Context: an optimization exercise on an open-source flow, tuned for small area and a short achievable clock period. The choices shown serve that exercise and are no tape-out recipe.
Where RTL was checked, it was by simulation tests only, not by an equivalence proof against the original.
Function not checked in runs 1 to 3: the RTL went through the layout flow alone.
In every run shown here, the design's own scripts or RTL, not TritonCTS, make the clock network.
The clock input has no modelled driver; a real chip could not lean on it and would need a root buffer or a full tree.
Power and IR drop assume default switching activity.

**config.mk**
```make
export PLATFORM = sky130hd
export DESIGN_NAME = video_frame_top
export DESIGN_NICKNAME = video_frame_top
export VERILOG_FILES = /design/flow/design.v
export SDC_FILE = /design/flow/constraint.sdc
export NUM_CORES = 4
export LEC_CHECK = 0
export CAP_MARGIN = 20
export CORE_MARGIN = 2
export CORE_UTILIZATION = 65
export PLACE_DENSITY = 0.75
export SETUP_SLACK_MARGIN = 1.85
export SLEW_MARGIN = 20
```
**constraint.sdc**
```tcl
create_clock -name core_clock -period 3.5 [get_ports {clk}]
set_input_delay 0.7000 -clock core_clock [delete_from_list [all_inputs] [get_ports {clk}]]
set_output_delay 0.7000 -clock core_clock [all_outputs]
set_load 0.01 [all_outputs]
```
**design.v**
```verilog
package video_pkg;
   typedef enum logic [1:0] {
      mode_view,
      mode_source,
      mode_copy,
      mode_result
   } mode_t;
   typedef logic [7:0] pixel_t;
   typedef logic [$clog2(16 * 8)-1:0] vaddr_t;
   typedef logic [$clog2(64)-1:0] hcount_t;
   typedef logic [$clog2(30)-1:0] vcount_t;
endpackage
`timescale 1ns/1ps
module video_frame_top
(
   input  logic   clk,
   input  logic   arst_n,
   input  video_pkg::mode_t  mode,
   input  logic   cam_valid,
   input  logic   cam_frame_start,
   input  video_pkg::pixel_t cam_pixel,
   input  logic   copy_start,
   output logic   copy_done,
   output video_pkg::pixel_t vid_pixel,
   output logic   vid_hsync,
   output logic   vid_vsync,
   output logic   vid_blank
);
   logic [5:0] hcount;
   logic [4:0] vcount;
   logic       hblank, vblank, hsync, vsync, blank;
   logic       hwin, vwin;
   logic       next_hblank, next_vblank, next_hwin, next_vwin;
   logic       hreset, vreset;
   assign hreset = (hcount == 6'(64 - 1));
   assign vreset = hreset && (vcount == 5'(30 - 1));
   assign next_hblank = hreset ? 1'b0 : ((hcount == 6'(48 - 1)) ? 1'b1 : hblank);
   assign next_vblank = vreset ? 1'b0 :
                        ((hreset && vcount == 5'(24 - 1)) ? 1'b1 : vblank);
   assign next_hwin   = (hcount == 6'(8 - 1)) ? 1'b1 :
                        ((hcount == 6'(8 + 16 - 1)) ? 1'b0 : hwin);
   assign next_vwin   = (hreset && vcount == 5'(4 - 1)) ? 1'b1 :
                        ((hreset && vcount == 5'(4 + 8 - 1)) ? 1'b0 : vwin);
   video_pkg::mode_t mode_q;
   logic sel_data, sel_fill;
   always_ff @(posedge clk or negedge arst_n) begin
      if (!arst_n) begin
         hcount   <= '0;
         vcount   <= '0;
         hblank   <= 1'b0;
         vblank   <= 1'b0;
         hwin     <= 1'b0;
         vwin     <= 1'b0;
         hsync    <= 1'b1;
         vsync    <= 1'b1;
         blank    <= 1'b1;
         sel_data <= 1'b0;
         sel_fill <= 1'b0;
         mode_q   <= video_pkg::mode_view;
      end else begin
         hcount <= hreset ? '0 : hcount + 1'b1;
         if (hreset) begin
            vcount <= vreset ? '0 : vcount + 1'b1;
         end
         hblank <= next_hblank;
         vblank <= next_vblank;
         hwin   <= next_hwin;
         vwin   <= next_vwin;
         hsync  <= (hcount == 6'(52 - 1)) ? 1'b0 :
                   ((hcount == 6'(58 - 1)) ? 1'b1 : hsync);
         vsync  <= (hreset && vcount == 5'(26 - 1)) ? 1'b0 :
                   ((hreset && vcount == 5'(28 - 1)) ? 1'b1 : vsync);
         blank  <= next_vblank | next_hblank;
         sel_data <= next_hwin && next_vwin && mode_q[0];
         sel_fill <= !(next_vblank || next_hblank) && !(next_hwin && next_vwin);
         mode_q   <= mode;
      end
   end
   logic [6:0] wr_ptr;
   logic [6:0] this_addr;
   logic [3:0] wslot_idx;
   logic [3:0] phc;       
   logic [3:0] wps;       
   logic [2:0] wtagm;
   logic [7:0] wdat, wdat_n;
   logic [2:0] wtag;
   logic [3:0] wx;
   logic       wr0;       
   logic       wrw;       
   logic [15:0] wslot;
   logic [7:0] rd_q;
   logic       active;
   logic       cam_store;
   assign this_addr = cam_frame_start ? '0 : wr_ptr;
   assign cam_store = cam_valid && (mode == video_pkg::mode_view);
   assign wslot_idx = cam_frame_start ? phc : wps;
   always_ff @(posedge clk or negedge arst_n) begin
      if (!arst_n) begin
         phc    <= 4'd5;
         wps    <= 4'd5;
         wr_ptr <= '0;
         wr0    <= 1'b0;
         wrw    <= 1'b0;
      end else begin
         phc <= phc - 1'b1;
         if (cam_valid) begin
            wr_ptr <= this_addr + 1'b1;
            wps    <= cam_frame_start ? phc : wps;
         end else if (cam_frame_start) begin
            wr_ptr <= '0;
            wps    <= phc - 1'b1;
         end else begin
            wps    <= wps - 1'b1;
         end
         wr0 <= cam_store && (this_addr[6:4] == 3'd0);
         wrw <= cam_store && (this_addr[6:4] != 3'd0);
      end
   end
   always_ff @(posedge clk) begin
      wdat   <= active ? rd_q : cam_pixel;
      wdat_n <= active ? ~rd_q : ~cam_pixel;
      wtag   <= this_addr[6:4];
      wtagm  <= this_addr[6:4] - 1'b1;
      wx     <= this_addr[3:0];
      for (int s = 0; s < 16; s++) begin
         wslot[s] <= (wslot_idx == 4'(s));
      end
   end
   logic [8:0] cnt;
   logic [2:0] crow;
   logic [5:0] ck;
   logic       ld;     
   logic       last;
   logic [7:0] cdata;
   logic [3:0] bsel;
   logic       wwin;   
   logic [7:0] we1;
   assign crow = cnt[8:6];
   assign ck   = cnt[5:0];
   assign last = active && (cnt == {3'd7, 6'd58});
   always_ff @(posedge clk or negedge arst_n) begin
      if (!arst_n) begin
         active    <= 1'b0;
         cnt       <= '0;
         copy_done <= 1'b0;
      end else begin
         if (active) begin
            cnt <= cnt + 1'b1;
            if (last) active <= 1'b0;
         end else if (copy_start) begin
            active <= 1'b1;
            cnt    <= '0;
         end
         copy_done <= last;
      end
   end
   always_comb begin
      for (int r = 0; r < 8; r++) begin
         we1[r] = wwin && (crow == 3'(r));
      end
   end
   always_ff @(posedge clk or negedge arst_n) begin
      if (!arst_n) begin
         ld   <= 1'b0;
         wwin <= 1'b0;
      end else begin
         ld <= active && (ck >= 6'd25) && (ck <= 6'd40);
         wwin <= active && (ck >= 6'd42) && (ck <= 6'd57);
      end
   end
   logic [7:0] wh_d [16];
   logic [15:0] wh_v;
   logic [15:0] wh_in;
   logic [3:0] xl, xl_n;
   logic [2:0] rl, rl_n, rlm, rlm_n;
   logic [3:0] xq;        
   logic       cmp_q, cmpw_q;
   logic [2:0] ctag_n;
   logic [7:1] ctag;
   always_comb begin
      for (int j = 0; j < 16; j++) begin
         wh_in[j] = (wrw && wslot[j]) || (j == 15 && ld);
      end
   end
   assign xl_n   = wrw ? wx : xl;
   assign rl_n   = wrw ? wtag : rl;
   assign rlm_n  = wrw ? wtagm : rlm;
   assign ctag_n = wrw ? (cmpw_q ? wtag : wtagm) : (cmp_q ? rl : rlm);
   always_ff @(posedge clk or negedge arst_n) begin
      if (!arst_n) begin
         xq   <= 4'd11;
         wh_v <= '0;
      end else begin
         xq <= xq + 1'b1;
         for (int j = 0; j < 15; j++) begin
            wh_v[j] <= (wrw && wslot[j]) || wh_v[j+1];
         end
         wh_v[15] <= wrw && wslot[15];
      end
   end
   always_ff @(posedge clk) begin
      for (int j = 0; j < 16; j++) begin
         if (wh_in[j]) begin
            wh_d[j] <= (j % 2 == 1) ? ~wdat : ~wdat_n;
         end else begin
            wh_d[j] <= ~wh_d[(j + 1) % 16];
         end
      end
      cmp_q  <= (xq <= xl_n);
      cmpw_q <= (xq <= this_addr[3:0]);
      xl  <= xl_n;
      rl  <= rl_n;
      rlm <= rlm_n;
      for (int r = 1; r < 8; r++) begin
         ctag[r] <= (ctag_n == 3'(r));
      end
      bsel  <= {phc[2:0] + 3'd1, 1'b1};   
   end
   assign cdata = ~wh_d[bsel];
   logic [7:0] b0 [8][16];
   logic [7:0] b1 [8][16];
   always_ff @(posedge clk) begin
      for (int j = 0; j < 16; j++) begin
         if (wr0 && wslot[j]) begin
            b0[0][j] <= (j % 2 == 1) ? ~wdat : ~wdat_n;
         end else begin
            b0[0][j] <= ~b0[0][(j + 1) % 16];
         end
      end
      for (int r = 1; r < 8; r++) begin
         for (int j = 0; j < 15; j++) begin
            b0[r][j] <= b0[r][j+1];
         end
         b0[r][15] <= (wh_v[0] && ctag[r]) ? wh_d[0] : b0[r][0];
      end
      for (int r = 0; r < 8; r++) begin
         for (int j = 0; j < 15; j++) begin
            b1[r][j] <= b1[r][j+1];
         end
         b1[r][15] <= we1[r] ? cdata : b1[r][0];
      end
   end
   logic [2:0] rsel_nx;      
   logic       bsel1_nx;
   logic [7:0] rs0, rs1;     
   logic [7:0] tap;
   assign rsel_nx  = active ? crow : (vcount[2:0] ^ 3'd4);
   assign bsel1_nx = !active && (mode_q == video_pkg::mode_result);
   always_comb begin
      tap = '0;
      for (int r = 0; r < 8; r++) begin
         tap = tap | ({8{rs0[r]}} & b0[r][0]) | ({8{rs1[r]}} & b1[r][0]);
      end
   end
   always_ff @(posedge clk) begin
      for (int r = 0; r < 8; r++) begin
         rs0[r] <= !bsel1_nx && (rsel_nx == 3'(r));
         rs1[r] <= bsel1_nx && (rsel_nx == 3'(r));
      end
      rd_q <= tap;
   end
   logic vid_hsync_n, vid_vsync_n, vid_blank_n;
   assign vid_hsync = ~vid_hsync_n;
   assign vid_vsync = ~vid_vsync_n;
   assign vid_blank = ~vid_blank_n;
   always_ff @(posedge clk or negedge arst_n) begin
      if (!arst_n) begin
         vid_pixel   <= '0;
         vid_hsync_n <= 1'b0;
         vid_vsync_n <= 1'b0;
         vid_blank_n <= 1'b0;
      end else begin
         vid_hsync_n <= ~hsync;
         vid_vsync_n <= ~vsync;
         vid_blank_n <= ~blank;
         vid_pixel <= sel_data ? rd_q : {sel_fill, 7'd0};
      end
   end
endmodule
```
**flow/run.sh**
```bash
#!/bin/bash
# Standard layout with two extra steps:
#  - before CTS, a hand-built two-level clock tree (flow/pre_cts.tcl)
#    replaces TritonCTS; the rest of the CTS step (legalisation, setup and
#    hold repair) runs as usual;
#  - before detailed placement, each output port's register (and the
#    inverter after it, if any) is moved next to the port's output buffer.
set -euo pipefail
here=$(pwd)
export PRE_DETAIL_PLACE_TCL="$here/flow/out_regs.tcl"
export PRE_CTS_TCL="$here/flow/pre_cts.tcl"
bash standard.sh > "$here/standard.log" 2>&1
```
**flow/manual_cts.tcl**
```tcl
# Manual two-level clock tree: the clock port feeds NR root buffers; each
# root feeds a group of leaf buffers; each leaf feeds a compact cluster of
# about CL register clock pins. All buffers are clkbuf_16.
proc mcts_build { {CL 30} {NR 4} } {
  set db [ord::get_db]
  set block [ord::get_db_block]
  set master [$db findMaster sky130_fd_sc_hd__clkbuf_16]
  set clk [$block findNet clk]
  set sinks {}
  foreach it [$clk getITerms] {
    set inst [$it getInst]
    set bb [$inst getBBox]
    set x [expr {([$bb xMin] + [$bb xMax]) / 2}]
    set y [expr {([$bb yMin] + [$bb yMax]) / 2}]
    lappend sinks [list $x $y $it]
  }
  set n [llength $sinks]
  set nleaf [expr {int(ceil(double($n) / $CL))}]
  set nb [expr {max(1, int(round(sqrt($nleaf))))}]
  # bands by y, chunks by x
  set sinks [lsort -integer -index 1 $sinks]
  set per_band [expr {int(ceil(double($n) / $nb))}]
  set clusters {}
  for {set b 0} {$b < $nb} {incr b} {
    set band [lrange $sinks [expr {$b * $per_band}] [expr {($b + 1) * $per_band - 1}]]
    if {[llength $band] == 0} { continue }
    set band [lsort -integer -index 0 $band]
    set nc [expr {int(ceil(double([llength $band]) / $CL))}]
    set per [expr {int(ceil(double([llength $band]) / $nc))}]
    # snake order so that neighbouring clusters stay close
    for {set c 0} {$c < $nc} {incr c} {
      set cl [lrange $band [expr {$c * $per}] [expr {($c + 1) * $per - 1}]]
      if {[llength $cl] > 0} { lappend clusters $cl }
    }
  }
  # leaf buffers at cluster centroids
  set leaves {}
  set k 0
  foreach cl $clusters {
    set sx 0; set sy 0
    foreach s $cl { incr sx [lindex $s 0]; incr sy [lindex $s 1] }
    set cx [expr {$sx / [llength $cl]}]
    set cy [expr {$sy / [llength $cl]}]
    set inst [odb::dbInst_create $block $master "mcts_leaf_$k"]
    set net [odb::dbNet_create $block "mcts_leaf_net_$k"]
    $net setSigType CLOCK
    [$inst findITerm X] connect $net
    foreach s $cl {
      set it [lindex $s 2]
      $it disconnect
      $it connect $net
    }
    $inst setLocation [expr {$cx - [$master getWidth] / 2}] [expr {$cy - [$master getHeight] / 2}]
    $inst setPlacementStatus PLACED
    lappend leaves [list $cx $cy $inst]
    incr k
  }
  # roots: split leaves into NR groups (2x2 by median) and buffer each group
  set leaves [lsort -integer -index 1 $leaves]
  set half [expr {[llength $leaves] / 2}]
  set groups {}
  foreach part [list [lrange $leaves 0 [expr {$half - 1}]] [lrange $leaves $half end]] {
    set part [lsort -integer -index 0 $part]
    set h2 [expr {[llength $part] / 2}]
    lappend groups [lrange $part 0 [expr {$h2 - 1}]] [lrange $part $h2 end]
  }
  set r 0
  foreach g $groups {
    set sx 0; set sy 0
    foreach l $g { incr sx [lindex $l 0]; incr sy [lindex $l 1] }
    set cx [expr {$sx / [llength $g]}]
    set cy [expr {$sy / [llength $g]}]
    set inst [odb::dbInst_create $block $master "mcts_root_$r"]
    set net [odb::dbNet_create $block "mcts_root_net_$r"]
    $net setSigType CLOCK
    [$inst findITerm X] connect $net
    foreach l $g { [[lindex $l 2] findITerm A] connect $net }
    [$inst findITerm A] connect $clk
    $inst setLocation [expr {$cx - [$master getWidth] / 2}] [expr {$cy - [$master getHeight] / 2}]
    $inst setPlacementStatus PLACED
    incr r
  }
  $clk setSigType CLOCK
  puts "mcts: $n sinks, [llength $clusters] leaves, $r roots"
}
```
**flow/out_regs.tcl**
```tcl
# Move the cells that drive each output buffer next to that buffer.
set block [ord::get_db_block]
proc out_driver { net } {
  foreach it [$net getITerms] {
    if {[$it isOutputSignal]} { return [$it getInst] }
  }
  return ""
}
set moved 0
foreach bt [$block getBTerms] {
  if {[$bt getIoType] ne "OUTPUT"} { continue }
  set net [$bt getNet]
  if {$net eq "NULL"} { continue }
  set buf [out_driver $net]
  if {$buf eq ""} { continue }
  set loc [$buf getLocation]
  set inst $buf
  for {set k 0} {$k < 3} {incr k} {
    set in_net ""
    foreach it [$inst getITerms] {
      if {[$it isInputSignal] && [$it getNet] ne "NULL"} { set in_net [$it getNet] }
    }
    if {$in_net eq ""} { break }
    if {[llength [$in_net getITerms]] != 2 || [llength [$in_net getBTerms]] != 0} { break }
    set d [out_driver $in_net]
    if {$d eq ""} { break }
    $d setLocation [lindex $loc 0] [lindex $loc 1]
    incr moved
    puts "out_regs: [$d getName] -> next to [$buf getName]"
    if {[[$d getMaster] isSequential]} { break }
    set inst $d
  }
}
puts "out_regs: moved $moved cells"
```
**flow/pre_cts.tcl**
```tcl
# Build the clock tree by hand (see manual_cts.tcl) in place of TritonCTS:
# the clock port feeds four root buffers, each root a group of leaf
# buffers, each leaf a compact cluster of about 32 register clock pins.
source [file join [file dirname [info script]] manual_cts.tcl]
mcts_build 32 4
# the flow's CTS call then only marks the clock as propagated
proc clock_tree_synthesis { args } {
  set_propagated_clock [all_clocks]
  puts "clock tree built by manual_cts.tcl"
}
```
**standard.sh**
```bash
#!/bin/bash
# synth_recipe.tcl (not shown) runs the flow's synth.tcl, then flattens the netlist and writes it again
# the make line also repeats each setting of config.mk as NAME=value (left out here)
make -C /OpenROAD-flow-scripts/flow DESIGN_CONFIG=/design/flow/config.mk WORK_HOME=/design/flow/orfs CLKGATE_MAP_FILE= SYNTH_SCRIPT=/design/flow/synth_recipe.tcl "${@:-finish}"
```
==> metrics.csv, run 1 <==
stage,metric,value,unit
critical_path,max_stage_delay,0.66,ns
critical_path,cpLargestDelayFamily,simple AND/OR/NAND/NOR gates,
timing,rsz0062_at_grt,true,
power_and_ir_drop,swShare,0.215,
critical_path,cp-start-kind,flop,
critical_path,cp_slowest_cell,nand2_1,
clocking,cts.hold.buffers_added,0,
run,cap_violations,0,
critical_path,startpoint,wh_v[0],
synthesis,synth_compound_area_frac,0.0276,
synthesis,ys_types,64,
synthesis,synth_edf_count,6,
synthesis,synth_xor_area_frac,0.00301,
critical_path,path_buf_inv,0,
floorplanning,dieArea,87300,um^2
layout,most-common-layout-cells,"2255 x dfxtp_1, 269 x mux2i_1, 116 x nand2_1",
placed_design,io_buffer_count,26,
grt,antenna_found_initial,6,
floorplanning,start_util,0.659,
synthesis,syn_nets,3437,
floorplanning,core_area,83800,um^2
timing,tightest_slew,1.14,ns
critical_path,critPathArrivalTime,2.32,ns
synthesis,synth_mux_area_frac,0.0669,
layout,utilization,0.713,
critical_path,path_cells,"nand2_1, mux2_2",
power_and_ir_drop,power.density,713,nW/um^2
power_and_ir_drop,p_int,33.5,mW
timing,fmax,528,MHz
synthesis,netlist_area,55200,um^2
grt,grt_usage,0.222,
synthesis,avgSynthCellArea,16.2,um^2
floorplanning,fp.dieW,295,um
clocking,clk_pin_slew,0.11,ns
timing,fin_crit_sh,0.542,
synthesis,yosys-top-cells-area,"dfxtp_1 82%, mux2i_1 4.9%, dfrtp_1 3.3%, mux2_2 1.4%, nand2_1 0.95%",
timing,setup-tns-final,0,ns
route,drt-pass1-iter-count,7,
critical_path,reg2reg_to,b0[31][5],
synthesis,ys_seq_area_frac,0.860,
synthesis,yosys.area.top_type_share,0.819,
timing,hold_violations,0,
power_and_ir_drop,power.static_leakage,25.6,nW
critical_path,crit_end,b0[31][5],
critical_path,worstPathMaxFanout,8,
critical_path,cp.required,3.92,ns
layout,nets,3524,
clocking,clk_latency,0.55,ns
floorplanning,io_pins,27,
grt,grt_max_degree,66,
grt,grt.overflow.total,0,
power_and_ir_drop,combPwrFrac,0.028,
floorplanning,fp.dieH,295,um
critical_path,crit_path_end_kind,flop,
synthesis,yosys_warnings,4,
placed_design,hpwl,63200,um
placed_design,gp_congestion,0.870,
route,drc,0,
route,wire_per_inst,21.2,um
route,via_count,23700,
power_and_ir_drop,clkPwrFrac,0.266,
synthesis,synth_flop_cell,dfxtp_1,
status,status,timing/DRC/antenna clean,
power_and_ir_drop,ir_worst_vdd,633,uV
synthesis,synth_fa_ha_area_frac,0.00544,
power_and_ir_drop,power_frac_seq,0.706,
synthesis,synth_area_leader_cell,dfxtp_1,
critical_path,r2r-start,wh_v[0],
timing,fin_skew,0.0328,ns
timing,period_minus_slack,1.90,ns
route,viasPerCell,5.14,
critical_path,crit_cells,2,
timing,setup_viol,0,
route,ant_nets,0,
synthesis,synth_cells,3398,
layout,fillers,5135,
power_and_ir_drop,p_sw,9.15,mW
hold_path,min_path_type,in2async,
grt,grt_pass1_wl,145000,um
route,drt_wl_total,97900,um
timing,drv_slew,0,
synthesis,synth_top_family_by_area,multiplexers,
grt,grt_pass1_vias,23600,
synthesis,async_flop_share,0.0354,
critical_path,rrSetupSlack,1.60,ns
route,drtIter0Drc,1751,
floorplanning,fp-row-count,106,
timing,max_slew_margin,0.239,
critical_path,r2r_cells,2,
synthesis,ys_ff_latch,2347,
layout,syn2layout_area_growth,8.31,%
critical_path,critPathKind,reg2reg,
layout,drive_gt1_frac,0.104,
synthesis,synthSimpleGateAreaFrac,0.0281,
layout,layout_commonest_cell,dfxtp_1,
==> Yosys cell counts, types with 8 or more instances <==
library cell,instances
nor2b_1,10
xnor2_1,12
nor3_1,10
inv_1,48
o21a_1,8
dfrtp_1,73
nand3_1,16
a22o_1,33
o21ai_0,40
nand4_1,16
mux2i_1,271
nand2b_1,28
dfstp_2,10
a221oi_1,35
nor2_1,61
ha_1,24
nand2_1,140
a21oi_1,15
and2_1,8
buf_2,8
mux2_2,69
dfxtp_1,2258
o21ai_2,8
o21ai_1,35
clkbuf_1,56
mux4_2,9
==> flip-flops by register name, indices dropped and copies added (netlist names), 5 cells and up <==
signal and count:
b0 1024, b1 1024, wh_d 128, wh_v 16
wslot 16, cnt 9, rd_q 8, rs0 8
rs1 8, vid_pixel 8, wdat 8, wdat_n 8
ctag 7, wr_ptr 7, hcount 6, vcount 5
==> worst min path at each step <==
stage | from | end | slack, ns | cells after the start
2_1_floorplan | b0[101][0] | b0[100][0] | 0.31 | 0
3_3_place_gp | b1[90][1] | b1[89][1] | 0.31 | 0
3_5_place_dp | b0[29][5] | b0[28][5] | 0.31 | 0
4_1_cts | arst_n | vid_hsync_n | 0.26 | 1
5_1_grt | arst_n | xq[2] | 0.31 | 1
6_report | arst_n | xq[2] | 0.26 | 1
==> metal layers <==
| metal | share of wire | global-route usage | up-vias |
|---|---|---|---|
| li1 | - | - | 11200 |
| met1 | 0.47 | 0.330 | 11800 |
| met2 | 0.46 | 0.360 | 555 |
| met3 | 0.049 | 0.0250 | 141 |
| met4 | 0.021 | 0.0402 | 2 |
| met5 | 0.00013 | 0 | - |
==> cell families after synthesis <==
kind of cell    count (synthesis)
simple gates                  324
compound gates                215
mux                           349
buf+inv                       120
xor+xnor                       19
flops                        2347
fa+ha+maj                      24
==> power by group through the flow <==
| stage | Sequential [mW] | Clock (mW) | Combinational (mW) |
|---|---|---|---|
| detailed placement | 30.7 | 0 | 1.09 |
| finish | 30.1 | 11.3 | 1.20 |
| CTS | 30.1 | 11.5 | 1.17 |
| global route | 30.3 | 12.4 | 1.31 |
| floorplan | 29.7 | 0 | 1.05 |
| global placement | 30.6 | 0 | 1.03 |
==> worst reg2reg max path, delay by kind of cell (launching register included) <==
kind | cells | cell delay (ns)
AND/OR/NAND/NOR | 1 | 0.66
multiplexers | 1 | 0.52
flip-flops | 1 | 0.61
==> metrics by stage <==
step | worst slack (ns) | hold WS, ns | power [mW] | cells | cell area [um^2]
final | 1.60 | 0.255 | 42.7 | 4620 | 59800
after global routing | 1.61 | 0.309 | 44.0 | 4617 | 59800
after CTS | 1.64 | 0.264 | 42.8 | 4607 | 59400
after detailed placement | 0.950 | 0.312 | 31.7 | 4498 | 56700
after global placement | 1.04 | 0.309 | 31.6 | 4498 | 56700
after floorplan | 1.60 | 0.310 | 30.7 | 3398 | 55300
==> area by class of cell <==
cell class / count / area [um^2] / area share
inverter: 48 / 186 / 0.00312
sequential: 2347 / 47500 / 0.794
antenna: 3 / 7.51 / 0.000126
multi-input combinational: 931 / 7800 / 0.130
timing repair buffer: 72 / 748 / 0.0125
buffer: 85 / 2130 / 0.0356
tap: 1134 / 1420 / 0.0237
==> repair_timing <==
action,CTS,global route
gates resized for setup,130,98
endpoints found under the setup margin,297,215
setup buffers,21,9
cloned,3,1
pin swaps,11,40
==> run 2: changes to the inputs <==
--- a/design.v
+++ b/design.v
@@ -133,8 +133,7 @@
    logic       last;
    logic [7:0] cdata;
    logic [3:0] bsel;
-   logic       wwin;   
-   logic [7:0] we1;
+   logic [7:0] we1;    
    assign crow = cnt[8:6];
    assign ck   = cnt[5:0];
    assign last = active && (cnt == {3'd7, 6'd58});
@@ -154,29 +153,26 @@
          copy_done <= last;
       end
    end
-   always_comb begin
-      for (int r = 0; r < 8; r++) begin
-         we1[r] = wwin && (crow == 3'(r));
-      end
-   end
    always_ff @(posedge clk or negedge arst_n) begin
       if (!arst_n) begin
          ld   <= 1'b0;
-         wwin <= 1'b0;
+         we1  <= '0;
       end else begin
          ld <= active && (ck >= 6'd25) && (ck <= 6'd40);
-         wwin <= active && (ck >= 6'd42) && (ck <= 6'd57);
+         for (int r = 0; r < 8; r++) begin
+            we1[r] <= active && (ck >= 6'd42) && (ck <= 6'd57) && (crow == 3'(r));
+         end
       end
    end
    logic [7:0] wh_d [16];
-   logic [15:0] wh_v;
+   logic [15:1] wh_v;
    logic [15:0] wh_in;
    logic [3:0] xl, xl_n;
    logic [2:0] rl, rl_n, rlm, rlm_n;
    logic [3:0] xq;        
    logic       cmp_q, cmpw_q;
    logic [2:0] ctag_n;
-   logic [7:1] ctag;
+   logic [7:1] cm;        
    always_comb begin
       for (int j = 0; j < 16; j++) begin
          wh_in[j] = (wrw && wslot[j]) || (j == 15 && ld);
@@ -190,10 +186,14 @@
       if (!arst_n) begin
          xq   <= 4'd11;
          wh_v <= '0;
+         cm   <= '0;
       end else begin
          xq <= xq + 1'b1;
-         for (int j = 0; j < 15; j++) begin
+         for (int j = 1; j < 15; j++) begin
             wh_v[j] <= (wrw && wslot[j]) || wh_v[j+1];
+         end
+         for (int r = 1; r < 8; r++) begin
+            cm[r] <= ((wrw && wslot[0]) || wh_v[1]) && (ctag_n == 3'(r));
          end
          wh_v[15] <= wrw && wslot[15];
       end
@@ -211,9 +211,6 @@
       xl  <= xl_n;
       rl  <= rl_n;
       rlm <= rlm_n;
-      for (int r = 1; r < 8; r++) begin
-         ctag[r] <= (ctag_n == 3'(r));
-      end
       bsel  <= {phc[2:0] + 3'd1, 1'b1};   
    end
    assign cdata = ~wh_d[bsel];
@@ -231,7 +228,7 @@
          for (int j = 0; j < 15; j++) begin
             b0[r][j] <= b0[r][j+1];
          end
-         b0[r][15] <= (wh_v[0] && ctag[r]) ? wh_d[0] : b0[r][0];
+         b0[r][15] <= cm[r] ? wh_d[0] : b0[r][0];
       end
       for (int r = 0; r < 8; r++) begin
          for (int j = 0; j < 15; j++) begin
--- a/config.mk
+++ b/config.mk
@@ -9,5 +9,5 @@
 export CORE_MARGIN = 2
 export CORE_UTILIZATION = 65
 export PLACE_DENSITY = 0.75
-export SETUP_SLACK_MARGIN = 1.85
+export SETUP_SLACK_MARGIN = 1.75
 export SLEW_MARGIN = 20
==> run 2 against run 1 <==
  * Routed wire length rose by 4.8%
  * Total power shrank 0.16%
  * Still clean on timing, DRC and antenna
  * Global-route usage is 0.96 points higher
  * Critical path depth increased by 3
  * Utilization down 0.56 points
==> metrics.csv, run 2 <==
stage,metric,value,unit,change
critical_path,critPathKind,reg2reg,,unchanged
synthesis,synth_fa_ha_area_frac,0.00539,,was 0.00544
synthesis,syn_nets,3403,,was 3437
layout,area.sequential,47700,um^2,was 47500 um^2
layout,layout_commonest_cell,dfxtp_1,,unchanged
route,drc,0,,unchanged
timing,tightest_slew,0.969,ns,was 1.14 ns
layout,largest_registers,"b0 x1024, b1 x1024, wh_d x128",,unchanged
layout,fillers,5169,,was 5135
floorplanning,dieArea,88000,um^2,was 87300 um^2
floorplanning,fp-row-count,107,,was 106
placed_design,place_ws,0.988,ns,was 0.950 ns
synthesis,yosys-top-cells-area,"dfxtp_1 81%, mux2i_1 5.0%, dfrtp_1 3.9%, mux2_2 2.6%, a221oi_1 0.55%",,"was dfxtp_1 82%, mux2i_1 4.9%, dfrtp_1 3.3%, mux2_2 1.4%, nand2_1 0.95%"
synthesis,yosys_warnings,4,,unchanged
floorplanning,fp.dieH,297,um,was 295 um
synthesis,yosysMostFrequentCell,dfxtp_1,,unchanged
layout,nets,3489,,was 3524
synthesis,synth_area_leader_cell,dfxtp_1,,unchanged
synthesis,synth_mux_area_frac,0.0775,,was 0.0669
grt,grt_pass1_wl,149000,um,was 145000 um
synthesis,async_flop_share,0.0408,,was 0.0354
run,cap_violations,0,,unchanged
grt,grt_pass1_vias,23300,,was 23600
layout,multi_input_area,7920,um^2,was 7800 um^2
critical_path,cp.required,3.98,ns,was 3.92 ns
timing,setup-tns-final,0,ns,unchanged
timing,setup_viol,0,,unchanged
critical_path,critPathArrivalTime,2.28,ns,was 2.32 ns
grt,grt.overflow.total,0,,unchanged
critical_path,worstPathMaxFanout,8,,unchanged
grt,grt_max_degree,66,,unchanged
route,drtIter0Drc,1637,,was 1751
synthesis,synth_edf_count,6,,unchanged
placed_design,io_buffer_count,26,,unchanged
timing,fin_hold_ws,0.252,ns,was 0.255 ns
grt,antenna_found_initial,8,,was 6
route,ant_nets,0,,unchanged
route,via_count,23500,,was 23700
hold_path,min_path_type,in2async,,unchanged
timing,rsz0062_at_grt,true,,unchanged
synthesis,yosys.area.top_type_share,0.810,,was 0.819
placed_design,hpwl,67100,um,was 63200 um
timing,worst_slack,1.70,ns,was 1.60 ns
synthesis,synth_common_cells,"2251 x dfxtp_1, 277 x mux2i_1, 128 x mux2_2, 86 x dfrtp_1, 69 x nand2_1",,"was 2258 x dfxtp_1, 271 x mux2i_1, 140 x nand2_1, 73 x dfrtp_1, 69 x mux2_2"
synthesis,ys_ff_latch,2353,,was 2347
power_and_ir_drop,clkPwrFrac,0.268,,was 0.266
synthesis,synth_top_family_by_area,multiplexers,,unchanged
synthesis,avgSynthCellArea,16.5,um^2,was 16.2 um^2
power_and_ir_drop,ir_worst_vdd,734,uV,was 633 uV
status,status,timing/DRC/antenna clean,,unchanged
route,drt-pass1-iter-count,5,,was 7
route,viasPerCell,5.11,,was 5.14
power_and_ir_drop,swShare,0.219,,was 0.215
power_and_ir_drop,power.density,708,nW/um^2,was 713 nW/um^2
clocking,cts.hold.buffers_added,0,,unchanged
synthesis,ys_seq_area_frac,0.856,,was 0.860
synthesis,synth_flop_cell,dfxtp_1,,unchanged
power_and_ir_drop,p_int,33.3,mW,was 33.5 mW
critical_path,cp-start-kind,flop,,unchanged
synthesis,synthSimpleGateAreaFrac,0.0254,,was 0.0281
critical_path,crit_path_end_kind,flop,,unchanged
placed_design,gp_congestion,0.942,,was 0.870
clocking,clk_latency,0.56,ns,was 0.55 ns
timing,fmax,557,MHz,was 528 MHz
timing,drv_slew,0,,unchanged
floorplanning,io_pins,27,,unchanged
timing,fin_crit_sh,0.513,,was 0.542
synthesis,synth_xor_area_frac,0.00283,,was 0.00301
timing,period_minus_slack,1.80,ns,was 1.90 ns
grt,grt_usage,0.232,,was 0.222
synthesis,synth_cells,3364,,was 3398
timing,hold_violations,0,,unchanged
power_and_ir_drop,power.static_leakage,26.1,nW,was 25.6 nW
power_and_ir_drop,combPwrFrac,0.030,,was 0.028
layout,most-common-layout-cells,"2248 x dfxtp_1, 272 x mux2i_1, 92 x mux2_2",,"was 2255 x dfxtp_1, 269 x mux2i_1, 116 x nand2_1"
floorplanning,fp.dieW,297,um,was 295 um
floorplanning,core_area,85000,um^2,was 83800 um^2
power_and_ir_drop,power_frac_seq,0.702,,was 0.706
timing,fin_skew,0.0512,ns,was 0.0328 ns
route,drt_wl_total,103000,um,was 97900 um
floorplanning,start_util,0.655,,was 0.659
synthesis,synth_compound_area_frac,0.0234,,was 0.0276
timing,max_slew_margin,0.353,,was 0.239
layout,syn2layout_area_growth,8.09,%,was 8.31%
layout,drive_gt1_frac,0.105,,was 0.104
route,wire_per_inst,22.3,um,was 21.2 um
power_and_ir_drop,p_sw,9.32,mW,was 9.15 mW
synthesis,ys_types,74,,was 64
clocking,clk_pin_slew,0.11,ns,about the same
synthesis,netlist_area,55700,um^2,was 55200 um^2
## run 2: changes by cell type in the layout (fill, tap and decap cells not counted), moves of 24 or more
cell	change
o21ai_2	-27
mux2_2	+24
o21ai_1	-36
nand2_1	-59
mux2_4	+39
dfrtp_1	+24
## run 2: per-layer routing
layer / GRT usage / share of wire / vias up
li1: - / - / 11100
met1: 0.354 / 0.48 / 11600
met2: 0.359 / 0.44 / 540
met3: 0.0266 / 0.050 / 177
met4: 0.0542 / 0.029 / 6
met5: 0 / 0.00037 / -
## run 2: kinds of logic (layout without fill, tap and decap cells)
kind of cell	after synthesis	count (layout)
other	0	3
muxes	412	412
DFF	2353	2353
buffers and inverters	125	209
adders and majority gates	24	24
xor gates and xnor gates	18	18
and+or+nand+nor	273	273
AOI/OAI and AO/OA	159	159
## run 2: worst max-delay path: stages, from the launching register on
cell     delay, ns
dfxtp_4       0.40
buf_6         0.14
mux2_4        0.30
a221o_1       0.35
a22oi_4       0.33
mux2_4        0.22
## run 2: area by class of cell
cell class | instances | share of cell area
diodes | 3 | 0.000125
multi-input cells | 886 | 0.132
inverters | 48 | 0.00318
flip-flops and latches | 2353 | 0.792
plain buffers | 85 | 0.0354
repair buffers | 76 | 0.0136
well taps | 1144 | 0.0238
## run 2: worst paths after layout
path / start / end / slack [ns] / depth (start not counted)
worst max-delay path: bsel[2] / b1[15][7] / 1.70 / 5
worst min-delay path: arst_n / cnt[3] / 0.25 / 1
worst max register to register: bsel[2] / b1[15][7] / 1.70 / 5
worst min register to register: b1[104][1] / b1[103][1] / 0.30 / 0
max in group asynchronous: arst_n / phc[0] / 2.49 / 2
min in group core_clock: b1[104][1] / b1[103][1] / 0.30 / 0
## run 2: power groups by stage
stage          clock [mW]  combinational, mW  sequential, mW
3_5_place_dp            0               1.19            30.4
6_report             11.4               1.28            29.9
3_3_place_gp            0               1.14            30.4
2_1_floorplan           0               1.20            29.3
5_1_grt              12.5               1.40            30.0
4_1_cts              11.6               1.24            29.9
## run 2: stage by stage
stage,utilization,std cells,power [mW],instance area (um^2)
2_1_floorplan,-,3364,30.5,55700
3_3_place_gp,0.672,4464,31.5,57100
4_1_cts,0.701,4571,42.7,59600
6_report,0.708,4595,42.6,60200
5_1_grt,0.708,4592,43.9,60200
3_5_place_dp,0.672,4464,31.6,57100
## run 2: repair_timing
action | CTS | global route
setup buffers | 21 | 20
cloned | 1 | 1
endpoints found under the setup margin | 227 | 129
gates resized for setup | 114 | 84
pin swaps | 14 | 23
==> run 3: changes to the inputs <==
--- a/config.mk
+++ b/config.mk
@@ -9,5 +9,5 @@
 export CORE_MARGIN = 2
 export CORE_UTILIZATION = 65
 export PLACE_DENSITY = 0.75
-export SETUP_SLACK_MARGIN = 1.75
+export SETUP_SLACK_MARGIN = 1.7
 export SLEW_MARGIN = 20
==> run 3 against run 2 <==
  * Setup slack worse by 0.0057 ns
  * Register-to-register slack is essentially flat
  * Combinational power about the same
  * Synthesized area stayed put
  * First-iteration DRC count rose by 10%
  * Utilization decreased by 0.73 points
  * Final cell count is 0.26% lower
  * Via count shrank 0.54%
  * Largest power group unchanged
==> metrics.csv, run 3 <==
stage,metric,value,unit,change
synthesis,ys_types,74,,unchanged
synthesis,synth_flop_cell,dfxtp_1,,unchanged
critical_path,cp-start-kind,flop,,unchanged
floorplanning,dieArea,88000,um^2,unchanged
critical_path,critPathKind,reg2out,,was reg2reg
synthesis,ys_ff_latch,2353,,unchanged
timing,fin_hold_ws,0.205,ns,was 0.252 ns
critical_path,worstPathMaxFanout,1,,was 8
synthesis,async_flop_share,0.0408,,unchanged
timing,tightest_slew,1.04,ns,was 0.969 ns
synthesis,yosys-top-cells-area,"dfxtp_1 81%, mux2i_1 5.0%, dfrtp_1 3.9%, mux2_2 2.6%, a221oi_1 0.55%",,unchanged
layout,largest_registers,"b0 x1024, b1 x1024, wh_d x128",,unchanged
grt,antenna_found_initial,6,,was 8
critical_path,path_cells,"inv_1, buf_6",,"was buf_6, mux2_4, a221o_1, a22oi_4, mux2_4"
synthesis,netlist_area,55700,um^2,unchanged
critical_path,max_stage_delay,0.39,ns,was 0.40 ns
layout,most-common-layout-cells,"2248 x dfxtp_1, 275 x mux2i_1, 128 x mux2_2",,"was 2248 x dfxtp_1, 272 x mux2i_1, 92 x mux2_2"
synthesis,avgSynthCellArea,16.5,um^2,unchanged
route,viasPerCell,5.10,,was 5.11
timing,rsz0062_at_grt,true,,unchanged
route,drt_wl_total,101000,um,was 103000 um
floorplanning,core_area,85000,um^2,unchanged
floorplanning,io_pins,27,,unchanged
layout,layout_commonest_cell,dfxtp_1,,unchanged
status,status,timing/DRC/antenna clean,,unchanged
run,cap_violations,0,,unchanged
timing,fin_crit_sh,0.515,,was 0.513
critical_path,cp.required,2.80,ns,was 3.98 ns
grt,grt_usage,0.229,,was 0.232
route,wire_per_inst,22.1,um,was 22.3 um
timing,fmax,555,MHz,was 557 MHz
floorplanning,fp.dieW,297,um,unchanged
power_and_ir_drop,swShare,0.220,,was 0.219
synthesis,ys_seq_area_frac,0.856,,unchanged
synthesis,synth_area_leader_cell,dfxtp_1,,unchanged
power_and_ir_drop,p_sw,9.36,mW,was 9.32 mW
power_and_ir_drop,ir_worst_vdd,679,uV,was 734 uV
grt,grt.overflow.total,0,,unchanged
critical_path,crit_path_end_kind,primary output,,was flop
grt,grt_max_degree,56,,was 66
synthesis,syn_nets,3403,,unchanged
grt,grt_pass1_vias,23300,,about the same
timing,setup_viol,0,,unchanged
floorplanning,fp.dieH,297,um,unchanged
critical_path,path_buf_inv,2,,was 1
floorplanning,fp-row-count,107,,unchanged
power_and_ir_drop,power_frac_seq,0.701,,was 0.702
timing,period_minus_slack,1.80,ns,about the same
timing,max_slew_margin,0.308,,was 0.353
hold_path,min_path_type,in2async,,unchanged
power_and_ir_drop,combPwrFrac,0.030,,about the same
timing,fin_skew,0.0441,ns,was 0.0512 ns
critical_path,critPathArrivalTime,1.10,ns,was 2.28 ns
layout,final_area,59600,um^2,was 60200 um^2
layout,syn2layout_area_growth,6.98,%,was 8.09%
clocking,clk_pin_slew,0.11,ns,about the same
synthesis,yosys.area.top_type_share,0.810,,unchanged
power_and_ir_drop,power.density,716,nW/um^2,was 708 nW/um^2
power_and_ir_drop,p_int,33.3,mW,about the same
timing,drv_slew,0,,unchanged
synthesis,yosysMostFrequentCell,dfxtp_1,,unchanged
placed_design,io_buffer_count,26,,unchanged
power_and_ir_drop,power.static_leakage,25.9,nW,was 26.1 nW
grt,grt_pass1_wl,148000,um,was 149000 um
route,drc,0,,unchanged
layout,utilization,0.701,,was 0.708
power_and_ir_drop,clkPwrFrac,0.268,,about the same
clocking,clk_latency,0.56,ns,about the same
critical_path,cpLargestDelayFamily,flip-flops,,was compound AO/OA/AOI/OAI gates
route,drt-pass1-iter-count,5,,unchanged
layout,nets,3477,,was 3489
clocking,cts.hold.buffers_added,0,,unchanged
floorplanning,start_util,0.655,,unchanged
timing,hold_violations,0,,unchanged
critical_path,cp_slowest_cell,dfrtp_1,,was dfxtp_4
synthesis,yosys_warnings,4,,unchanged
placed_design,place_area,57100,um^2,about the same
placed_design,hpwl,66800,um,was 67100 um
synthesis,synth_common_cells,"2251 x dfxtp_1, 277 x mux2i_1, 128 x mux2_2, 86 x dfrtp_1, 69 x nand2_1",,unchanged
timing,setup-tns-final,0,ns,unchanged
route,via_count,23400,,was 23500
synthesis,synth_cells,3364,,unchanged
placed_design,gp_congestion,0.925,,was 0.942
layout,drive_gt1_frac,0.0914,,was 0.105
synthesis,synth_edf_count,6,,unchanged
route,ant_nets,0,,unchanged
route,drtIter0Drc,1800,,was 1637
## run 3: cell types whose count changed in the layout (fill, tap and decap cells not counted), moves of 4 or more
cell	before	now
mux2_4	40	0
mux2_2	92	128
buf_6	19	6
nand2_1	57	69
nand2_2	12	0
buf_2	6	12
buf_4	25	31
buf_12	7	2
a21oi_1	6	10
a21oi_2	4	0
buf_8	4	0
mux2_1	1	5
## run 3: repair_timing
action	in CTS	in global routing
pin swaps	7	3
setup buffers	11	16
resized for setup	68	20
endpoints found under the setup margin	155	50
## run 3: worst paths after layout
kind / start / endpoint / slack [ns] / depth (start not counted)
worst min-delay path: arst_n / vwin / 0.20 / 1
max in group asynchronous: arst_n / wps[0] / 2.51 / 2
worst min register to register: b1[122][3] / b1[121][3] / 0.31 / 0
worst max register to register: bsel[2] / b1[15][7] / 1.70 / 5
min in group core_clock: b1[122][3] / b1[121][3] / 0.31 / 0
worst max-delay path: vid_blank_n / vid_blank / 1.70 / 2
## run 3: per-layer routing
metal	GRT usage	wire length (um)
met5	0	34
met4	0.0436	2240
met3	0.0220	4590
met2	0.364	45500
met1	0.346	48800
## run 3: power groups by stage
stage               Clock [mW]  Combinational [mW]  Sequential [mW]
detailed placement           0                1.23             30.5
global route              12.4                1.40             30.0
floorplan                    0                1.20             29.3
finish                    11.4                1.29             29.9
global placement             0                1.18             30.4
CTS                       11.6                1.26             29.9
## run 3: cell families after synthesis
family                     share of synthesized area
muxes                                         0.0775
and+or+nand+nor                               0.0254
adders and majority gates                    0.00539
AOI/OAI and AO/OA                             0.0234
xor gates and xnor gates                     0.00283
DFF                                            0.856
buffers and inverters                        0.00928
## run 3: layout make-up
| cell class | count | area (um^2) |
|---|---|---|
| diodes | 3 | 7.51 |
| repair buffers | 64 | 532 |
| fillers | 5217 | 25500 |
| plain buffers | 85 | 2130 |
| well taps | 1144 | 1430 |
| multi-input cells | 886 | 7600 |
| flip-flops and latches | 2353 | 47700 |
| inverters | 48 | 181 |
## run 3: stage by stage
step	setup slack (ns)	total power, mW	instances
after floorplan	1.58	30.5	3364
after global placement	0.992	31.6	4468
after detailed placement	0.894	31.7	4468
after CTS	1.67	42.7	4564
after global routing	1.64	43.9	4580
final	1.70	42.6	4583
==> run 4: changes to the inputs <==
--- a/design.v
+++ b/design.v
@@ -56,7 +56,6 @@
          blank    <= 1'b1;
          sel_data <= 1'b0;
          sel_fill <= 1'b0;
-         mode_q   <= video_pkg::mode_view;
       end else begin
          hcount <= hreset ? '0 : hcount + 1'b1;
          if (hreset) begin
@@ -73,8 +72,10 @@
          blank  <= next_vblank | next_hblank;
          sel_data <= next_hwin && next_vwin && mode_q[0];
          sel_fill <= !(next_vblank || next_hblank) && !(next_hwin && next_vwin);
-         mode_q   <= mode;
-      end
+      end
+   end
+   always_ff @(posedge clk) begin
+      mode_q <= mode;
    end
    logic [6:0] wr_ptr;
    logic [6:0] this_addr;
@@ -140,28 +141,23 @@
    always_ff @(posedge clk or negedge arst_n) begin
       if (!arst_n) begin
          active    <= 1'b0;
-         cnt       <= '0;
          copy_done <= 1'b0;
       end else begin
          if (active) begin
-            cnt <= cnt + 1'b1;
             if (last) active <= 1'b0;
          end else if (copy_start) begin
             active <= 1'b1;
-            cnt    <= '0;
          end
          copy_done <= last;
       end
    end
-   always_ff @(posedge clk or negedge arst_n) begin
-      if (!arst_n) begin
-         ld   <= 1'b0;
-         we1  <= '0;
-      end else begin
-         ld <= active && (ck >= 6'd25) && (ck <= 6'd40);
-         for (int r = 0; r < 8; r++) begin
-            we1[r] <= active && (ck >= 6'd42) && (ck <= 6'd57) && (crow == 3'(r));
-         end
+   always_ff @(posedge clk) begin
+      cnt <= active ? cnt + 1'b1 : '0;
+   end
+   always_ff @(posedge clk) begin
+      ld <= active && (ck >= 6'd25) && (ck <= 6'd40);
+      for (int r = 0; r < 8; r++) begin
+         we1[r] <= active && (ck >= 6'd42) && (ck <= 6'd57) && (crow == 3'(r));
       end
    end
    logic [7:0] wh_d [16];
==> run 4 against run 3 <==
  * Hold slack worse by 0.15 ns
  * Setup slack better by 0.012 ns
  * Register-to-register slack hardly changed
==> metrics.csv, run 4 <==
stage,metric,value,unit,change
floorplanning,fp.dieW,296,um,was 297 um
power_and_ir_drop,power.static_leakage,25.8,nW,was 25.9 nW
route,via_count,22900,,was 23400
layout,syn2layout_area_growth,6.80,%,was 6.98%
power_and_ir_drop,power.density,716,nW/um^2,about the same
synthesis,netlist_area,55300,um^2,was 55700 um^2
synthesis,synth_cells,3330,,was 3364
route,drtIter0Drc,1312,,was 1800
synthesis,ys_types,59,,was 74
timing,fin_skew,0.0358,ns,was 0.0441 ns
layout,final_area,59100,um^2,was 59600 um^2
synthesis,yosys-top-cells-area,"dfxtp_1 82%, mux2i_1 5.5%, dfrtp_1 3.0%, mux2_2 2.7%, ha_1 0.54%",,"was dfxtp_1 81%, mux2i_1 5.0%, dfrtp_1 3.9%, mux2_2 2.6%, a221oi_1 0.55%"
critical_path,critPathKind,reg2out,,unchanged
timing,fin_crit_sh,0.511,,was 0.515
grt,grt_pass1_vias,23200,,was 23300
timing,setup-tns-final,0,ns,unchanged
synthesis,syn_nets,3369,,was 3403
layout,most-common-layout-cells,"2270 x dfxtp_1, 302 x mux2i_1, 131 x mux2_2",,"was 2248 x dfxtp_1, 275 x mux2i_1, 128 x mux2_2"
route,viasPerCell,5.05,,was 5.10
timing,hold_violations,0,,unchanged
timing,rsz0062_at_grt,true,,unchanged
layout,layout_commonest_cell,dfxtp_1,,unchanged
route,drt-pass1-iter-count,5,,unchanged
floorplanning,core_area,84700,um^2,was 85000 um^2
synthesis,async_flop_share,0.0323,,was 0.0408
grt,grt_pass1_wl,142000,um,was 148000 um
grt,grt.overflow.total,0,,unchanged
synthesis,yosysMostFrequentCell,dfxtp_1,,unchanged
run,cap_violations,0,,unchanged
layout,largest_registers,"b0 x1024, b1 x1024, wh_d x128",,unchanged
clocking,cts.hold.buffers_added,0,,unchanged
placed_design,gp_congestion,0.894,,was 0.925
synthesis,ys_ff_latch,2353,,unchanged
synthesis,synth_edf_count,6,,unchanged
power_and_ir_drop,ir_worst_vdd,634,uV,was 679 uV
floorplanning,start_util,0.653,,was 0.655
critical_path,crit_path_end_kind,primary output,,unchanged
route,wire_per_inst,21.0,um,was 22.1 um
critical_path,critPathArrivalTime,1.09,ns,was 1.10 ns
placed_design,place_ws,0.972,ns,was 0.894 ns
grt,antenna_found_initial,5,,was 6
timing,period_minus_slack,1.79,ns,was 1.80 ns
placed_design,hpwl,59900,um,was 66800 um
floorplanning,dieArea,87500,um^2,was 88000 um^2
grt,grt_max_degree,77,,was 56
floorplanning,fp-row-count,107,,unchanged
clocking,clk_latency,0.55,ns,was 0.56 ns
critical_path,cp.required,2.80,ns,about the same
synthesis,yosys_warnings,4,,unchanged
synthesis,synth_common_cells,"2271 x dfxtp_1, 303 x mux2i_1, 131 x mux2_2, 66 x dfrtp_1, 66 x nand2_1",,"was 2251 x dfxtp_1, 277 x mux2i_1, 128 x mux2_2, 86 x dfrtp_1, 69 x nand2_1"
layout,drive_gt1_frac,0.0842,,was 0.0914
timing,fmax,559,MHz,was 555 MHz
layout,fillers,5266,,was 5217
synthesis,synth_area_leader_cell,dfxtp_1,,unchanged
floorplanning,io_pins,27,,unchanged
synthesis,yosys.area.top_type_share,0.821,,was 0.810
synthesis,ys_seq_area_frac,0.859,,was 0.856
synthesis,avgSynthCellArea,16.6,um^2,was 16.5 um^2
synthesis,synth_flop_cell,dfxtp_1,,unchanged
hold_path,min_path_type,in2async,,unchanged
timing,setup_viol,0,,unchanged
route,drc,0,,unchanged
power_and_ir_drop,totalPowerFinal,42.3,mW,was 42.6 mW
clocking,clk_pin_slew,0.11,ns,about the same
timing,fin_hold_ws,0.0531,ns,was 0.205 ns
critical_path,cp-start-kind,flop,,unchanged
placed_design,io_buffer_count,26,,unchanged
route,ant_nets,0,,unchanged
route,drt_wl_total,95100,um,was 101000 um
layout,nets,3425,,was 3477
timing,max_slew_margin,0.435,,was 0.308
timing,tightest_slew,0.845,ns,was 1.04 ns
timing,worst_slack,1.71,ns,was 1.70 ns
timing,drv_slew,0,,unchanged
floorplanning,fp.dieH,296,um,was 297 um
grt,grt_usage,0.215,,was 0.229
critical_path,worstPathMaxFanout,1,,unchanged
placed_design,place_area,56800,um^2,was 57100 um^2
status,status,timing/DRC/antenna clean,,unchanged
[run 4: cell types whose count changed after synthesis, sizes merged, moves of 7 or more]
| cell | previous run | this run |
|---|---|---|
| mux2i | 277 | 303 |
| dfrtp | 86 | 66 |
| dfxtp | 2251 | 2271 |
| a22oi | 4 | 17 |
| nand3b | 14 | 1 |
| nor2 | 66 | 57 |
| clkbuf | 55 | 48 |
[run 4: final cells by class]
type                       instances  area [um^2]  share of cell area
buffer                            85         2130              0.0360
sequential                      2353        47600               0.805
multi-input combinational        862         7390               0.125
inverter                          42          158             0.00267
antenna                            4         10.0            0.000169
timing repair buffer              42          420             0.00711
tap                             1144         1430              0.0242
[run 4: critical path, stage by stage (launching register included)]
cell	delay, ns
dfrtp_1	0.39
inv_1	0.05
buf_2	0.12
[run 4: logic make-up (layout without fill, tap and decap cells)]
kind of cell,Yosys count,in the layout,share of synthesized area
buffers and inverters,115,169,0.00870
AO/OA/AOI/OAI,137,137,0.0193
AND/OR/NAND/NOR,245,245,0.0221
multiplexers,435,435,0.0819
other,0,4,0
flip-flops,2353,2353,0.859
adder cells (fa/ha/maj),24,24,0.00543
XOR/XNOR,21,21,0.00332
[run 4: repair_timing]
item / 4_1_cts / 5_1_grt
setup endpoints to repair: 185 / 39
setup buffers: 6 / 2
resized for setup: 64 / 12
gates cloned: 1 / 0
pin swaps: 0 / 1
[run 4: where the power goes]
| part | switching [mW] | internal [mW] |
|---|---|---|
| clock network | 7.05 | 4.32 |
| registers | 1.40 | 28.3 |
| logic | 0.635 | 0.645 |
[run 4: path summary, 6_finish.rpt]
kind,startpoint,slack (ns),endpoint,cells past startpoint
worst max-delay path,vid_hsync_n,1.71,vid_hsync,2
worst min-delay path,arst_n,0.05,hblank,1
worst max register to register,bsel[2],1.71,b1[111][1],4
worst min register to register,b1[58][2],0.31,b1[57][2],0
max in group asynchronous,arst_n,2.80,xq[0],2
min in group core_clock,b1[58][2],0.31,b1[57][2],0
[run 4: routing by layer]
| metal | vias up | global-route usage | part of all wire |
|---|---|---|---|
| li1 | 10900 | - | - |
| met3 | 154 | 0.0233 | 0.036 |
| met4 | 2 | 0.0597 | 0.033 |
| met2 | 416 | 0.344 | 0.46 |
| met1 | 11400 | 0.316 | 0.47 |
| met5 | - | 0 | 0.00014 |
[run 4: per-stage QoR]
stage / std cells / utilization
2_1_floorplan: 3330 / -
3_3_place_gp: 4433 / 0.670
3_5_place_dp: 4433 / 0.670
4_1_cts: 4525 / 0.696
5_1_grt: 4528 / 0.697
6_report: 4532 / 0.697
==> run 5: changes to the inputs <==
--- a/config.mk
+++ b/config.mk
@@ -9,5 +9,5 @@
 export CORE_MARGIN = 2
 export CORE_UTILIZATION = 65
 export PLACE_DENSITY = 0.75
-export SETUP_SLACK_MARGIN = 1.7
+export SETUP_SLACK_MARGIN = 1.75
 export SLEW_MARGIN = 20
==> run 5 against run 4 <==
  * Final cell count about the same
  * Synthesized area unchanged
  * Via count about the same
  * Critical endpoint is now vid_blank
  * Total power down 0.10%
  * Critical path type unchanged
  * Design area about the same
==> metrics.csv, run 5 <==
stage,metric,value,unit,change
status,status,timing/DRC/antenna clean,,unchanged
synthesis,async_flop_share,0.0323,,unchanged
route,viasPerCell,5.05,,about the same
clocking,cts.hold.buffers_added,0,,unchanged
grt,grt_usage,0.214,,was 0.215
synthesis,ys_types,59,,unchanged
timing,hold_violations,0,,unchanged
critical_path,cp.required,2.80,ns,about the same
synthesis,synth_edf_count,6,,unchanged
route,top_layer,met4,,was met5
critical_path,r2r-start,active,,was bsel[2]
route,dr_wl_met3,3520,um,was 3400 um
layout,layout_commonest_cell,dfxtp_1,,unchanged
placed_design,hpwl,59900,um,about the same
synthesis,ys_seq_area_frac,0.859,,unchanged
clocking,clk_latency,0.55,ns,about the same
critical_path,critPathArrivalTime,1.09,ns,about the same
timing,fin_crit_sh,0.512,,was 0.511
critical_path,rrSetupSlack,1.79,ns,was 1.71 ns
synthesis,avgSynthCellArea,16.6,um^2,unchanged
route,drtIter0Drc,1248,,was 1312
critical_path,worstPathMaxFanout,1,,unchanged
power_and_ir_drop,power_frac_seq,0.701,,about the same
critical_path,crit_path_end_kind,primary output,,unchanged
timing,fmax,559,MHz,about the same
placed_design,gp_congestion,0.907,,was 0.894
timing,rsz0062_at_grt,true,,unchanged
route,wl_met2,42600,um,was 43600 um
hold_path,min_path_type,in2async,,unchanged
floorplanning,io_pins,27,,unchanged
timing,worst_slack,1.71,ns,about the same
power_and_ir_drop,clkPwrFrac,0.269,,about the same
route,drc,0,,unchanged
synthesis,yosys.area.top_type_share,0.821,,unchanged
timing,drv_slew,0,,unchanged
power_and_ir_drop,p_int,33.2,mW,was 33.3 mW
layout,diodes,0,,was 4
power_and_ir_drop,power.static_leakage,25.8,nW,about the same
power_and_ir_drop,power.density,716,nW/um^2,about the same
grt,grt_pass1_vias,23100,,was 23200
route,wl_met1,44700,um,was 45000 um
synthesis,synth_area_leader_cell,dfxtp_1,,unchanged
route,wire_per_inst,20.7,um,was 21.0 um
power_and_ir_drop,swShare,0.214,,about the same
grt,grt_pass1_wl,140000,um,was 142000 um
synthesis,yosys-top-cells-area,"dfxtp_1 82%, mux2i_1 5.5%, dfrtp_1 3.0%, mux2_2 2.7%, ha_1 0.54%",,unchanged
route,ant_nets,0,,unchanged
synthesis,synth_common_cells,"2271 x dfxtp_1, 303 x mux2i_1, 131 x mux2_2, 66 x dfrtp_1, 66 x nand2_1",,unchanged
timing,tightest_slew,0.881,ns,was 0.845 ns
timing,fin_hold_ws,0.242,ns,was 0.0531 ns
route,via_count,22900,,about the same
synthesis,yosys_warnings,4,,unchanged
placed_design,io_buffer_count,26,,unchanged
route,drt-pass1-iter-count,5,,unchanged
floorplanning,dieArea,87500,um^2,unchanged
floorplanning,fp-row-count,107,,unchanged
power_and_ir_drop,combPwrFrac,0.030,,about the same
grt,grt.overflow.total,0,,unchanged
floorplanning,fp.dieW,296,um,unchanged
floorplanning,start_util,0.653,,unchanged
synthesis,synth_cells,3330,,unchanged
floorplanning,fp.dieH,296,um,unchanged
floorplanning,core_area,84700,um^2,unchanged
synthesis,netlist_area,55300,um^2,unchanged
synthesis,syn_nets,3369,,unchanged
power_and_ir_drop,ir_worst_vdd,701,uV,was 634 uV
critical_path,critPathKind,reg2out,,unchanged
timing,period_minus_slack,1.79,ns,about the same
timing,max_slew_margin,0.413,,was 0.435
layout,largest_registers,"b0 x1024, b1 x1024, wh_d x128",,unchanged
layout,syn2layout_area_growth,6.78,%,was 6.80%
critical_path,cp-start-kind,flop,,unchanged
placed_design,place_ws,0.972,ns,about the same
synthesis,ys_ff_latch,2353,,unchanged
power_and_ir_drop,p_sw,9.04,mW,was 9.08 mW
clocking,clk_pin_slew,0.11,ns,about the same
critical_path,r2r_cells,3,,was 4
timing,setup_viol,0,,unchanged
layout,most-common-layout-cells,"2270 x dfxtp_1, 303 x mux2i_1, 131 x mux2_2",,"was 2270 x dfxtp_1, 302 x mux2i_1, 131 x mux2_2"
synthesis,yosysMostFrequentCell,dfxtp_1,,unchanged
layout,drive_gt1_frac,0.0860,,was 0.0842
run,cap_violations,0,,unchanged
route,drt_wl_total,93600,um,was 95100 um
grt,grt_max_degree,67,,was 77
critical_path,reg2reg_to,active,,was b1[111][1]
timing,fin_skew,0.0334,ns,was 0.0358 ns
layout,nets,3425,,unchanged
timing,setup-tns-final,0,ns,unchanged
layout,fillers,5214,,was 5266
grt,antenna_found_initial,5,,unchanged
synthesis,synth_flop_cell,dfxtp_1,,unchanged
run 5: changes by cell type in the layout (fill, tap and decap cells not counted), sizes merged:
cell	delta
inv	-1
clkinvlp	+1
diode	-4
run 5: power by group through the flow:
| stage | clock network, mW | logic, mW | registers (mW) |
|---|---|---|---|
| after floorplan | 0 | 1.19 | 29.3 |
| after global placement | 0 | 1.16 | 30.1 |
| after detailed placement | 0 | 1.22 | 30.2 |
| after CTS | 11.6 | 1.25 | 29.7 |
| after global routing | 12.4 | 1.37 | 29.8 |
| final | 11.4 | 1.27 | 29.6 |
run 5: worst max-delay path by stage:
| stage | start | to | slack, ns | depth (start not counted) |
|---|---|---|---|---|
| floorplan | cam_frame_start | cmpw_q | 1.63 | 8 |
| global placement | cam_frame_start | wr_ptr[4] | 0.95 | 9 |
| detailed placement | cam_frame_start | wr_ptr[4] | 0.97 | 9 |
| CTS | wrw | cmp_q | 1.65 | 6 |
| global route | vid_blank_n | vid_blank | 1.63 | 2 |
| finish | vid_blank_n | vid_blank | 1.71 | 2 |
run 5: through the flow:
step                total power [mW]  cells   util  area, um^2
global placement                31.3   4432  0.670       56800
CTS                             42.5   4522  0.696       59000
floorplan                       30.5   3330      -       55400
finish                          42.3   4528  0.697       59100
detailed placement              31.5   4432  0.670       56800
global route                    43.6   4528  0.697       59100
run 5: layout make-up:
cell class | count | area [um^2] | area share
buffer | 85 | 2130 | 0.0360
inverter | 42 | 161 | 0.00273
multi-input combinational | 862 | 7410 | 0.125
sequential | 2353 | 47600 | 0.805
tap | 1144 | 1430 | 0.0242
timing repair buffer | 42 | 394 | 0.00667
run 5: cell families (layout without fill, tap and decap cells):
family          Yosys count  after routing  synth area share
buf+inv                 115            169           0.00870
flops                  2353           2353             0.859
compound gates          137            137            0.0193
mux                     435            435            0.0819
xor+xnor                 21             21           0.00332
fa+ha+maj                24             24           0.00543
simple gates            245            245            0.0221
run 5: layer usage:
layer | track usage | vias to the layer above
met5 | 0 | -
met4 | 0.0555 | 0
met3 | 0.0202 | 168
met2 | 0.346 | 472
met1 | 0.313 | 11300
li1 | - | 10900
run 5: timing repair:
item / in CTS / in global routing
cloned: 1 / 0
setup buffers: 4 / 6
resized for setup: 66 / 13
endpoints found under the setup margin: 181 / 59
run 5: critical path, stage by stage, from the launching register on:
cell     delay (ns)
dfrtp_1        0.38
inv_1          0.05
buf_2          0.12
==> run 6: changes to the inputs <==
--- a/config.mk
+++ b/config.mk
@@ -7,7 +7,7 @@
 export LEC_CHECK = 0
 export CAP_MARGIN = 20
 export CORE_MARGIN = 2
-export CORE_UTILIZATION = 65
-export PLACE_DENSITY = 0.75
+export CORE_UTILIZATION = 72
+export PLACE_DENSITY = 0.82
 export SETUP_SLACK_MARGIN = 1.75
 export SLEW_MARGIN = 20
==> run 6 against run 5 <==
  * Still clean on timing, DRC and antenna
  * Combinational power about the same
  * Global-route usage grew 5.0 points
  * Routed wire length grew 10%
  * Highest routed layer is now met5
==> metrics.csv, run 6 <==
stage,metric,value,unit,change
clocking,clk_latency,0.55,ns,about the same
timing,tightest_slew,0.888,ns,was 0.881 ns
run,cap_violations,0,,unchanged
hold_path,min_path_type,in2async,,unchanged
grt,grt_usage,0.264,,was 0.214
floorplanning,start_util,0.727,,was 0.653
placed_design,gp_congestion,0.941,,was 0.907
timing,setup_viol,0,,unchanged
timing,period_minus_slack,1.81,ns,was 1.79 ns
timing,max_slew_margin,0.408,,was 0.413
power_and_ir_drop,p_sw,9.26,mW,was 9.04 mW
layout,most-common-layout-cells,"2270 x dfxtp_1, 301 x mux2i_1, 131 x mux2_2",,"was 2270 x dfxtp_1, 303 x mux2i_1, 131 x mux2_2"
synthesis,synth_cells,3330,,unchanged
placed_design,hpwl,64900,um,was 59900 um
power_and_ir_drop,swShare,0.218,,was 0.214
timing,fin_crit_sh,0.517,,was 0.512
timing,drv_slew,0,,unchanged
power_and_ir_drop,power_frac_seq,0.699,,was 0.701
layout,syn2layout_area_growth,6.59,%,was 6.78%
power_and_ir_drop,ir_worst_vdd,693,uV,was 701 uV
synthesis,avgSynthCellArea,16.6,um^2,unchanged
placed_design,io_buffer_count,26,,unchanged
layout,utilization,0.775,,was 0.697
status,status,timing/DRC/antenna clean,,unchanged
critical_path,cp.required,2.80,ns,about the same
grt,grt.overflow.total,0,,unchanged
synthesis,ys_ff_latch,2353,,unchanged
route,drt_wl_total,103000,um,was 93600 um
grt,grt_pass1_wl,154000,um,was 140000 um
critical_path,critPathArrivalTime,1.11,ns,was 1.09 ns
grt,antenna_found_initial,8,,was 5
power_and_ir_drop,clkPwrFrac,0.271,,was 0.269
route,via_count,23500,,was 22900
layout,layout_commonest_cell,dfxtp_1,,unchanged
synthesis,ys_seq_area_frac,0.859,,unchanged
synthesis,yosys-top-cells-area,"dfxtp_1 82%, mux2i_1 5.5%, dfrtp_1 3.0%, mux2_2 2.7%, ha_1 0.54%",,unchanged
grt,grt_max_degree,77,,was 67
power_and_ir_drop,combPwrFrac,0.030,,about the same
critical_path,worstPathMaxFanout,1,,unchanged
floorplanning,fp.dieW,281,um,was 296 um
critical_path,crit_path_end_kind,primary output,,unchanged
timing,rsz0062_at_grt,true,,unchanged
route,drc,0,,unchanged
placed_design,place_ws,0.962,ns,was 0.972 ns
synthesis,synth_edf_count,6,,unchanged
synthesis,yosysMostFrequentCell,dfxtp_1,,unchanged
synthesis,syn_nets,3369,,unchanged
route,wire_per_inst,23.3,um,was 20.7 um
grt,grt_pass1_vias,24700,,was 23100
clocking,cts.hold.buffers_added,0,,unchanged
critical_path,critPathKind,reg2out,,unchanged
timing,setup-tns-final,0,ns,unchanged
layout,drive_gt1_frac,0.0878,,was 0.0860
route,drt-pass1-iter-count,7,,was 5
floorplanning,dieArea,79100,um^2,was 87500 um^2
power_and_ir_drop,power.static_leakage,25.8,nW,about the same
floorplanning,fp-row-count,101,,was 107
timing,fin_skew,0.0312,ns,was 0.0334 ns
synthesis,synth_flop_cell,dfxtp_1,,unchanged
synthesis,synth_area_leader_cell,dfxtp_1,,unchanged
floorplanning,fp.dieH,281,um,was 296 um
timing,worst_slack,1.69,ns,was 1.71 ns
power_and_ir_drop,p_int,33.3,mW,was 33.2 mW
synthesis,ys_types,59,,unchanged
layout,fillers,3948,,was 5214
route,drtIter0Drc,1710,,was 1248
synthesis,async_flop_share,0.0323,,unchanged
synthesis,synth_common_cells,"2271 x dfxtp_1, 303 x mux2i_1, 131 x mux2_2, 66 x dfrtp_1, 66 x nand2_1",,unchanged
route,viasPerCell,5.32,,was 5.05
critical_path,cp-start-kind,flop,,unchanged
floorplanning,io_pins,27,,unchanged
==> run 6: cell counts after synthesis <==
No cell type changed its count.
==> run 6: worst max-delay path, stage by stage (launching register included) <==
cell	delay, ns
dfrtp_1	0.38
inv_1	0.07
buf_2	0.13
==> run 6: power groups by stage <==
stage | Clock [mW] | Combinational, mW | Sequential [mW]
after CTS | 11.6 | 1.27 | 29.7
after global placement | 0 | 1.15 | 30.1
final | 11.5 | 1.29 | 29.7
after floorplan | 0 | 1.19 | 29.3
after detailed placement | 0 | 1.23 | 30.3
after global routing | 12.5 | 1.38 | 29.8
==> run 6: metal layers <==
layer | up-vias | global-route usage | share of wire
met3 | 199 | 0.0346 | 0.049
met5 | - | 0 | 0.00013
met2 | 634 | 0.447 | 0.48
li1 | 10900 | - | -
met4 | 2 | 0.0758 | 0.035
met1 | 11800 | 0.359 | 0.43
==> run 6: repair_timing <==
| item | CTS | global route |
|---|---|---|
| buffers inserted | 6 | 5 |
| cloned | 1 | 0 |
| pin swaps | 0 | 2 |
| gates resized for setup | 73 | 16 |
| endpoints found under the setup margin | 190 | 79 |
==> run 6: through the flow <==
| stage | power [mW] | area, um^2 | hold WS, ns | cells |
|---|---|---|---|---|
| floorplan | 30.5 | 55400 | 0.310 | 3330 |
| global placement | 31.3 | 56600 | 0.310 | 4317 |
| detailed placement | 31.5 | 56600 | 0.312 | 4317 |
| CTS | 42.5 | 58900 | 0.320 | 4409 |
| global route | 43.7 | 59000 | 0.216 | 4414 |
| finish | 42.5 | 59000 | 0.162 | 4417 |
==> run 6: layout make-up <==
cell class | count | area (um^2) | share of cell area
repair buffers | 42 | 404 | 0.00685
multi-input cells | 862 | 7430 | 0.126
diodes | 3 | 7.51 | 0.000127
plain buffers | 85 | 2130 | 0.0361
well taps | 1030 | 1290 | 0.0218
flip-flops and latches | 2353 | 47600 | 0.806
inverters | 42 | 158 | 0.00267
==> run 6: worst paths after layout <==
check	slack, ns	end	startpoint	cells past startpoint
hold reg to reg	0.32	b1[19][1]	b1[20][1]	0
max in group asynchronous	2.72	wrw	arst_n	1
setup / recovery	1.69	vid_hsync	vid_hsync_n	2
setup reg to reg	1.72	vcount[4]	hcount[0]	5
min in group core_clock	0.32	b1[19][1]	b1[20][1]	0
hold / removal	0.16	hcount[3]	arst_n	1
==> run 6: cell families (layout without fill, tap and decap cells) <==
logic type / count (synthesis) / after routing / share of synthesized area
fa+ha+maj: 24 / 24 / 0.00543
simple gates: 245 / 245 / 0.0221
buf+inv: 115 / 169 / 0.00870
compound gates: 137 / 137 / 0.0193
xor+xnor: 21 / 21 / 0.00332
flops: 2353 / 2353 / 0.859
other cells: 0 / 3 / 0
mux: 435 / 435 / 0.0819
